Background: an optimization exercise with open tools, aiming at small area. Do not read the settings as production practice.
No functional check of the RTL was part of this run.
No activity file was given, so power comes from the tool's default toggle rates.

`flow/config.mk`:
```
export PLATFORM = sky130hd
export DESIGN_NAME = alu_seq
export DESIGN_NICKNAME = alu_seq
export VERILOG_FILES = /design/flow/design.v
export SDC_FILE = /design/flow/constraint.sdc
export NUM_CORES = 4
export LEC_CHECK = 0
export CAP_MARGIN = 20
export CORE_MARGIN = 2
export CORE_UTILIZATION = 40
export SLEW_MARGIN = 20
```
`flow/constraint.sdc`:
```
create_clock -name core_clock -period 10.0 [get_ports {clk}]
set_input_delay 2.0000 -clock core_clock [delete_from_list [all_inputs] [get_ports {clk}]]
set_output_delay 2.0000 -clock core_clock [all_outputs]
set_load 0.01 [all_outputs]
```
`flow/design.v`:
```
`default_nettype none
package diablo_alu_pkg;
  localparam int ALU_OP_W = 4;
  typedef enum logic [ALU_OP_W-1:0] {
    ALU_ADD  = 4'd0,
    ALU_SUB  = 4'd1,
    ALU_AND  = 4'd2,
    ALU_OR   = 4'd3,
    ALU_XOR  = 4'd4,
    ALU_SLL  = 4'd5,
    ALU_SRL  = 4'd6,
    ALU_SRA  = 4'd7,
    ALU_SLT  = 4'd8,
    ALU_SLTU = 4'd9,
    ALU_MUL  = 4'd10,
    ALU_DIV  = 4'd11,
    ALU_DIVU = 4'd12,
    ALU_REM  = 4'd13,
    ALU_REMU = 4'd14
  } alu_op_e;
  typedef enum logic [1:0] {
    ST_IDLE = 2'd0,
    ST_BUSY = 2'd1,
    ST_DONE = 2'd2
  } alu_state_e;
  function automatic logic op_is_iter(input alu_op_e op);
    case (op)
      diablo_alu_pkg::ALU_MUL, diablo_alu_pkg::ALU_DIVU, diablo_alu_pkg::ALU_REMU: op_is_iter = 1'b1;
      diablo_alu_pkg::ALU_DIV, diablo_alu_pkg::ALU_REM: op_is_iter = 1'b1;
      default:                     op_is_iter = 1'b0;
    endcase
  endfunction
endpackage
`default_nettype wire
`default_nettype none
module alu_muldiv_iter
#(
  parameter int XLEN = 64
) (
  input  logic [XLEN-1:0] i_acc,
  input  logic            i_bitin,
  input  logic [XLEN-1:0] i_b,
  input  logic            i_yen,
  input  logic            i_yinv,
  input  logic            i_y64,
  input  logic            i_cin,
  output logic [XLEN:0]   o_sum
);
  logic [XLEN:0] w_x;
  logic [XLEN:0] w_y;
  assign w_x   = {i_acc, i_bitin};
  assign w_y   = {i_y64, (i_b & {XLEN{i_yen}}) ^ {XLEN{i_yinv}}};
  assign o_sum = w_x + w_y + {{XLEN{1'b0}}, i_cin};
endmodule
`default_nettype wire
`default_nettype none
module alu_seq
#(
  parameter int XLEN = 64
) (
  input  logic            clk,
  input  logic            rst_n,
  input  logic            in_valid,
  output logic            in_ready,
  input  logic [diablo_alu_pkg::ALU_OP_W-1:0] in_op,
  input  logic [XLEN-1:0] in_a,
  input  logic [XLEN-1:0] in_b,
  output logic            out_valid,
  input  logic            out_ready,
  output logic [XLEN-1:0] out_result,
  output logic            out_err
);
  localparam int SHW = $clog2(XLEN);
  logic            r_ov;
  logic [1:0]      r_pass;
  logic [SHW-1:0]  r_k;
  logic [XLEN-1:0] r_acc;
  logic [XLEN-1:0] r_q;
  logic            r_psgn;
  logic            r_f1;
  logic            r_f2;
  logic            r_err;
  diablo_alu_pkg::alu_op_e w_op;
  logic w_run, w_first, w_lastk, w_last, w_done, w_accept;
  logic w_isdiv, w_signed, w_rem, w_sa, w_bn, w_negq, w_e;
  logic [SHW:0]    w_idx;
  logic            w_abit, w_bbit, w_oor, w_diff, w_lt;
  logic            w_bitin, w_yen, w_yinv, w_y64, w_cin, w_sub;
  logic [XLEN:0]   w_sum;
  assign w_op     = diablo_alu_pkg::alu_op_e'(in_op);
  assign w_isdiv  = (in_op >= 4'd11) && (in_op <= 4'd14);
  assign w_signed = (w_op == diablo_alu_pkg::ALU_DIV) || (w_op == diablo_alu_pkg::ALU_REM);
  assign w_rem    = (w_op == diablo_alu_pkg::ALU_REM) || (w_op == diablo_alu_pkg::ALU_REMU);
  assign w_sa     = w_signed && in_a[XLEN-1];
  assign w_bn     = w_signed && in_b[XLEN-1];
  assign w_run    = in_valid && !r_ov;
  assign w_first  = (r_k == SHW'(XLEN-1));
  assign w_lastk  = (r_k == '0);
  assign w_last   = w_isdiv ? (r_pass == 2'd2) : 1'b1;
  assign w_done   = w_last && w_lastk;
  assign in_ready = !r_ov && (w_done || !in_valid);
  assign w_accept = in_valid && in_ready;
  assign out_valid  = r_ov;
  assign out_result = r_acc;
  assign out_err    = r_err;
  always_comb begin
    case (w_op)
      diablo_alu_pkg::ALU_SLL: w_idx = {1'b0, r_k} - {1'b0, in_b[SHW-1:0]};
      diablo_alu_pkg::ALU_SRL,
      diablo_alu_pkg::ALU_SRA: w_idx = {1'b0, r_k} + {1'b0, in_b[SHW-1:0]};
      default:                 w_idx = {1'b0, r_k};
    endcase
  end
  assign w_oor  = w_idx[SHW];
  assign w_abit = in_a[w_idx[SHW-1:0]];
  assign w_bbit = in_b[r_k];
  assign w_diff = w_abit ^ w_bbit;
  assign w_lt   = (r_f1 && !w_first) ? r_f2 : (w_diff && ((w_first && w_op == diablo_alu_pkg::ALU_SLT) ? w_abit : w_bbit));
  assign w_e    = w_sa && r_f2;
  assign w_negq = (w_sa ^ w_bn) && !r_f1;
  assign w_sub  = (r_pass == 2'd1) ? !r_psgn : w_sa;
  always_comb begin
    w_bitin = 1'b0;
    w_yen   = 1'b0;
    w_yinv  = 1'b0;
    w_y64   = 1'b0;
    w_cin   = 1'b0;
    if (r_pass == 2'd0) begin
      case (w_op)
        diablo_alu_pkg::ALU_ADD: begin
          w_bitin = w_abit;
          w_yen   = w_lastk;
        end
        diablo_alu_pkg::ALU_SUB: begin
          w_bitin = w_abit;
          w_yen   = w_lastk;
          w_yinv  = w_lastk;
          w_cin   = w_lastk;
        end
        diablo_alu_pkg::ALU_AND: w_bitin = w_abit & w_bbit;
        diablo_alu_pkg::ALU_OR:  w_bitin = w_abit | w_bbit;
        diablo_alu_pkg::ALU_XOR: w_bitin = w_abit ^ w_bbit;
        diablo_alu_pkg::ALU_SLL,
        diablo_alu_pkg::ALU_SRL: w_bitin = !w_oor && w_abit;
        diablo_alu_pkg::ALU_SRA: w_bitin = w_oor ? in_a[XLEN-1] : w_abit;
        diablo_alu_pkg::ALU_SLT,
        diablo_alu_pkg::ALU_SLTU: w_bitin = w_lastk && w_lt;
        diablo_alu_pkg::ALU_MUL: w_yen = w_abit;
        default: ;
      endcase
    end else if (r_pass == 2'd1) begin
      w_bitin = w_abit ^ w_sa;
      w_yen   = 1'b1;
      w_yinv  = w_sub ^ w_bn;
      w_cin   = w_sub ^ w_bn;
      w_y64   = w_sub;
    end else begin
      if (!w_rem) begin
        w_bitin = r_q[XLEN-1] ^ w_negq;
        w_cin   = w_lastk && (w_e ^ w_negq);
      end else begin
        w_bitin = !w_e && (r_acc[XLEN-1] ^ w_sa);
        w_yen   = w_lastk && !w_e && r_psgn;
        w_yinv  = w_lastk && !w_e && r_psgn && (w_sub ^ w_bn);
        w_cin   = w_lastk && !w_e && r_psgn && (w_sub ^ w_bn);
      end
    end
  end
  alu_muldiv_iter #(
    .XLEN (XLEN)
  ) u_dp (
    .i_acc  (r_acc),
    .i_bitin(w_bitin),
    .i_b    (in_b),
    .i_yen  (w_yen),
    .i_yinv (w_yinv),
    .i_y64  (w_y64),
    .i_cin  (w_cin),
    .o_sum  (w_sum)
  );
  always_ff @(posedge clk or negedge rst_n) begin
    if (!rst_n) begin
      r_ov   <= 1'b0;
      r_pass <= 2'd0;
      r_k    <= SHW'(XLEN-1);
    end else begin
      if (r_ov) begin
        if (out_ready) r_ov <= 1'b0;
      end else if (w_accept) begin
        r_ov <= 1'b1;
      end
      if (w_run) begin
        r_k <= r_k - 1'b1;
        if (w_lastk) r_pass <= w_done ? 2'd0 : r_pass + 1'b1;
      end else begin
        r_k    <= SHW'(XLEN-1);
        r_pass <= 2'd0;
      end
    end
  end
  always_ff @(posedge clk) begin
    if (!r_ov) begin
      r_acc <= w_sum[XLEN-1:0];
      r_err <= (in_op == 4'd15);
    end
  end
  always_ff @(posedge clk) begin
    r_q <= {r_q[XLEN-2:0], !w_sum[XLEN]};
    if (r_pass == 2'd0) begin
      r_psgn <= 1'b0;
    end else if (r_pass == 2'd1) begin
      r_psgn <= w_sum[XLEN];
    end
  end
  always_ff @(posedge clk) begin
    if (r_pass == 2'd0) begin
      if (w_isdiv) begin
        r_f1 <= (w_first || r_f1) && !w_bbit;
        r_f2 <= (w_first || r_f2) && (w_lastk ? w_bbit : (w_bbit == w_bn));
      end else begin
        r_f1 <= (r_f1 && !w_first) || w_diff;
        r_f2 <= w_lt;
      end
    end else if (r_pass == 2'd1) begin
      r_f2 <= (&w_sum) || (r_f2 && w_bitin);
    end
  end
endmodule
`default_nettype wire
```
`flow/run.sh`:
```
#!/bin/bash
# synth_recipe.tcl (not shown) runs the flow's synth.tcl, then flattens the netlist and writes it again
# the make line also repeats each setting of config.mk as NAME=value (left out here)
make -C /OpenROAD-flow-scripts/flow DESIGN_CONFIG=/design/flow/config.mk WORK_HOME=/design/flow/orfs CLKGATE_MAP_FILE= SYNTH_SCRIPT=/design/flow/synth_recipe.tcl finish
```
==> results.txt <==
## cells in the mapped netlist, types with 4 or more instances
cell type    n
o21bai_1     7
or3_1        7
buf_2       16
nor2b_1      9
nand2_1    181
a211oi_1    19
mux4_2      25
o21ai_0     59
ha_1        78
o31ai_1      5
clkbuf_1    33
nand2b_1     7
and4_1       7
nor2_1      76
and3_1      15
o211ai_1     7
a311oi_1     7
mux2i_1      4
mux2_2       4
a21oi_1     99
a21o_1      19
dfxtp_1     65
o21a_1       9
edfxtp_1    67
nand4_1     26
xor2_1     103
xnor2_1     43
nand3_1     21
a31oi_1     11
dfstp_2      6
and2_1       7
a211o_1      5
nor3_1      16
o21ai_1      8
a22oi_1      4
inv_1       25
a221oi_1     4
## area by class of cell
| cell class | count | area (um2) |
|---|---|---|
| flip-flops and latches | 141 | 3550 |
| repair buffers | 278 | 2650 |
| fillers | 2461 | 11900 |
| clock inverters | 15 | 194 |
| multi-input cells | 961 | 6890 |
| inverters | 25 | 93.8 |
| well taps | 335 | 419 |
| clock buffers | 17 | 425 |
## path summary, 6_finish.rpt
check	start	end	slack (ns)	depth (start not counted)
hold / removal	r_q[0]$_DFF_P_	r_q[1]$_DFF_P_	0.32	0
setup / recovery	in_op[3]	r_f2$_DFFE_PP_	0.51	34
min in group asynchronous	rst_n	r_ov$_DFF_PN0_	1.87	1
setup reg to reg	r_k[1]$_DFF_PN1_	r_f2$_DFFE_PP_	1.91	31
max in group asynchronous	rst_n	r_k[2]$_DFF_PN1_	7.80	1
hold reg to reg	r_q[0]$_DFF_P_	r_q[1]$_DFF_P_	0.32	0
## metal layers
| layer | vias to the layer above | share of wire |
|---|---|---|
| met5 | - | 0 |
| met4 | 0 | 0.023 |
| met3 | 57 | 0.068 |
| met2 | 366 | 0.46 |
| met1 | 4781 | 0.45 |
| li1 | 4819 | - |
## cell usage in the layout, fill, tap and decap left out, types with 16 or more instances in the layout
cell	instances
a21oi_1	98
clkdlybuf4s50_1	202
xnor2_1	42
nor2_1	75
dfxtp_1	65
inv_1	24
a211oi_1	19
clkbuf_16	18
o21ai_0	57
nand4_1	26
edfxtp_1	67
a21o_1	19
xor2_1	103
nand2_1	180
nor3_1	16
ha_1	78
mux4_2	25
nand3_1	21
buf_4	72
## power breakdown
part | leakage (nW) | total, W | internal (W) | switching [W]
clock | 0.300 | 0.000654 | 0.000342 | 0.000312
combinational | 4.02 | 0.00121 | 0.000579 | 0.000633
sequential | 1.41 | 0.00100 | 0.000869 | 0.000133
## flip-flops by register name (all words and copies together), names as in the netlist
| name | flops |
|---|---|
| r_f2 | 1 |
| r_acc | 64 |
| r_pass | 2 |
| r_psgn | 1 |
| r_q | 64 |
| r_ov | 1 |
| r_f1 | 1 |
| r_err | 1 |
| r_k | 6 |
## logic make-up after synthesis
family / Yosys count
fa+ha+maj: 81
xor+xnor: 146
mux: 33
compound gates: 302
buf+inv: 74
simple gates: 399
flops: 141
## through the flow
stage	TNS [ns]	hold WS, ns	instances	setup WS, ns	total power (W)
after CTS	0	0.324	1770	0.257	0.00287
after floorplan	0	0.310	1176	0.599	0.00158
after global routing	-0.00921	0.330	1772	-0.00921	0.00302
final	0	0.324	1772	0.505	0.00287
after global placement	0	0.311	1738	0.0572	0.00220
after detailed placement	-0.138	0.312	1738	-0.138	0.00220
## timing repair
action | in CTS | in global routing
resized for setup | 0 | 11
buffers inserted | 0 | 1
setup endpoints to repair | 0 | 1
==> reports/metrics.cfg <==
[worst_setup_path]
crit_buf_inv = 5
critPathSlowestCell = or4b_1
crit_family = simple AND/OR/NAND/NOR gates
cp.arrival_ns = 9.74
worst_path_most_repeated_cell = nand3_1
start_kind = primary input
required_ns = 10.25
crit_path_max_fanout = 14
max_stage_delay_ns = 0.58
crit_type = primary input to flop
end_kind = flop

[clock_network]
htreeDepth = 4
clock_path_buffers = 2
clock_latency_ns = 0.43
tritoncts = built
ctsHoldBuffers = 0
cts.sinks = 141
clkTransAtPathRegs_ns = 0.07
cts_buffers = 17
cts_root_buffer = clkbuf_16

[timing]
worstMarginPinSlew_ns = 0.972
timing.fmax_mhz = 105
finalHoldViolCount = 0
fin_crit_sh = 0.949
drv_slew = 0
maxSlewHeadroom = 0.352
finalCriticalPeriod_ns = 9.49
fin_worst_skew_ns = 0.0134
setup_viol_count_final = 0

[synth]
ys_ff_latch = 141
synth-edff-count = 67
synth_fp_nets = 1393
mappedNetlistArea_um2 = 10700
synth_xor_area_frac = 0.120
synth_compound_area_frac = 0.185
synth-simple-area-share = 0.177
syn_inst = 1176
synthMuxAreaShare = 0.0607
yosysUniqueCellTypes = 79
ys_top_cells_by_area = edfxtp_1, dfxtp_1, ha_1
synth_ff_type = edfxtp_1
synth_adder_area_share = 0.0970
synth_top_family_by_area = compound AO/OA/AOI/OAI gates
synthArstFlopShare = 0.0638
synth_top_cell_area_share = 0.188
yosysWarnings = 1
syn_avg_cell_area_um2 = 9.08
synth_seq_area_share = 0.332
synth_top_area_cell = edfxtp_1

[final_layout]
final_nets = 1641
final_cell_area_um2 = 14200
syn_to_final_growth_pct = 33.2
insertedDiodeCount = 0
drive_above_1_share = 0.125
post-route-util = 0.544

[run_status]
outcome = timing/DRC/antenna clean

[routing]
dr.pass1.iters = 25
final_antenna_net_count = 0
drt_iter0_markers = 974
drcViolationCount = 0
wl_per_cell_um = 20.2
via_count = 10000
viasPerCell = 5.66
drt-total-wl_um = 35700

[global_routing]
gr-max-usage-layer = met2
grt_usage = 0.253
grtUsageMet2 = 0.420
grt_max_degree = 68
grt_antenna_before_repair = 0
grt_pass1_vias = 9936
grt_use_met1 = 0.342
grt_overflow = 0
grtUsageMet3 = 0.0409
grt_pass1_wl_um = 55700

[job]
drv_cap = 0

[power_and_ir_drop]
pwr_density_cell_nw_per_um2 = 202
p_leak_nw = 5.73
worst_ir_drop_vdd_mv = 0.0987

[placement]
gp_congestion = 0.963
portBuffers = 202
dp_hpwl_um = 27700
placed_area_um2 = 13500

[floorplan]
die_area_um2 = 28000
ioPinCount = 203
core_area_um2 = 26100
dieHeight_um = 167
die_width_um = 167
initial_utilization = 0.409
num_rows = 59

[min_path]
hold_path_class = flop to flop

## re-timing with driven ports
In the flow no input, the clock included, has a driving cell. The finished layout below was timed again as built, in two steps.
Step 1: set_driving_cell puts a clkbuf_16 on clk and a buf_2 on each other input, an assumption about the parent block.
Step 2 adds t to the input delays and takes it off the output delays; t is the mean of the earliest and latest rising clock arrival at the registers after step 1. Input paths then give back, and output paths get back, about the clock's delay inside the block.
Slacks: ideal / step 1 / step 2; pairs: ideal / step 1.
shift t [ns]: 0.475
setup slack, ns: 0.505 / 0.528 / 0.053
hold WS [ns]: 0.324 / 0.324 / 0.324
cell pins on the clock port's net: 1
After both steps this run still meets setup and hold. For this run, drivers alone change the setup slack by +0.023 ns; drivers and shift together by -0.452 ns.
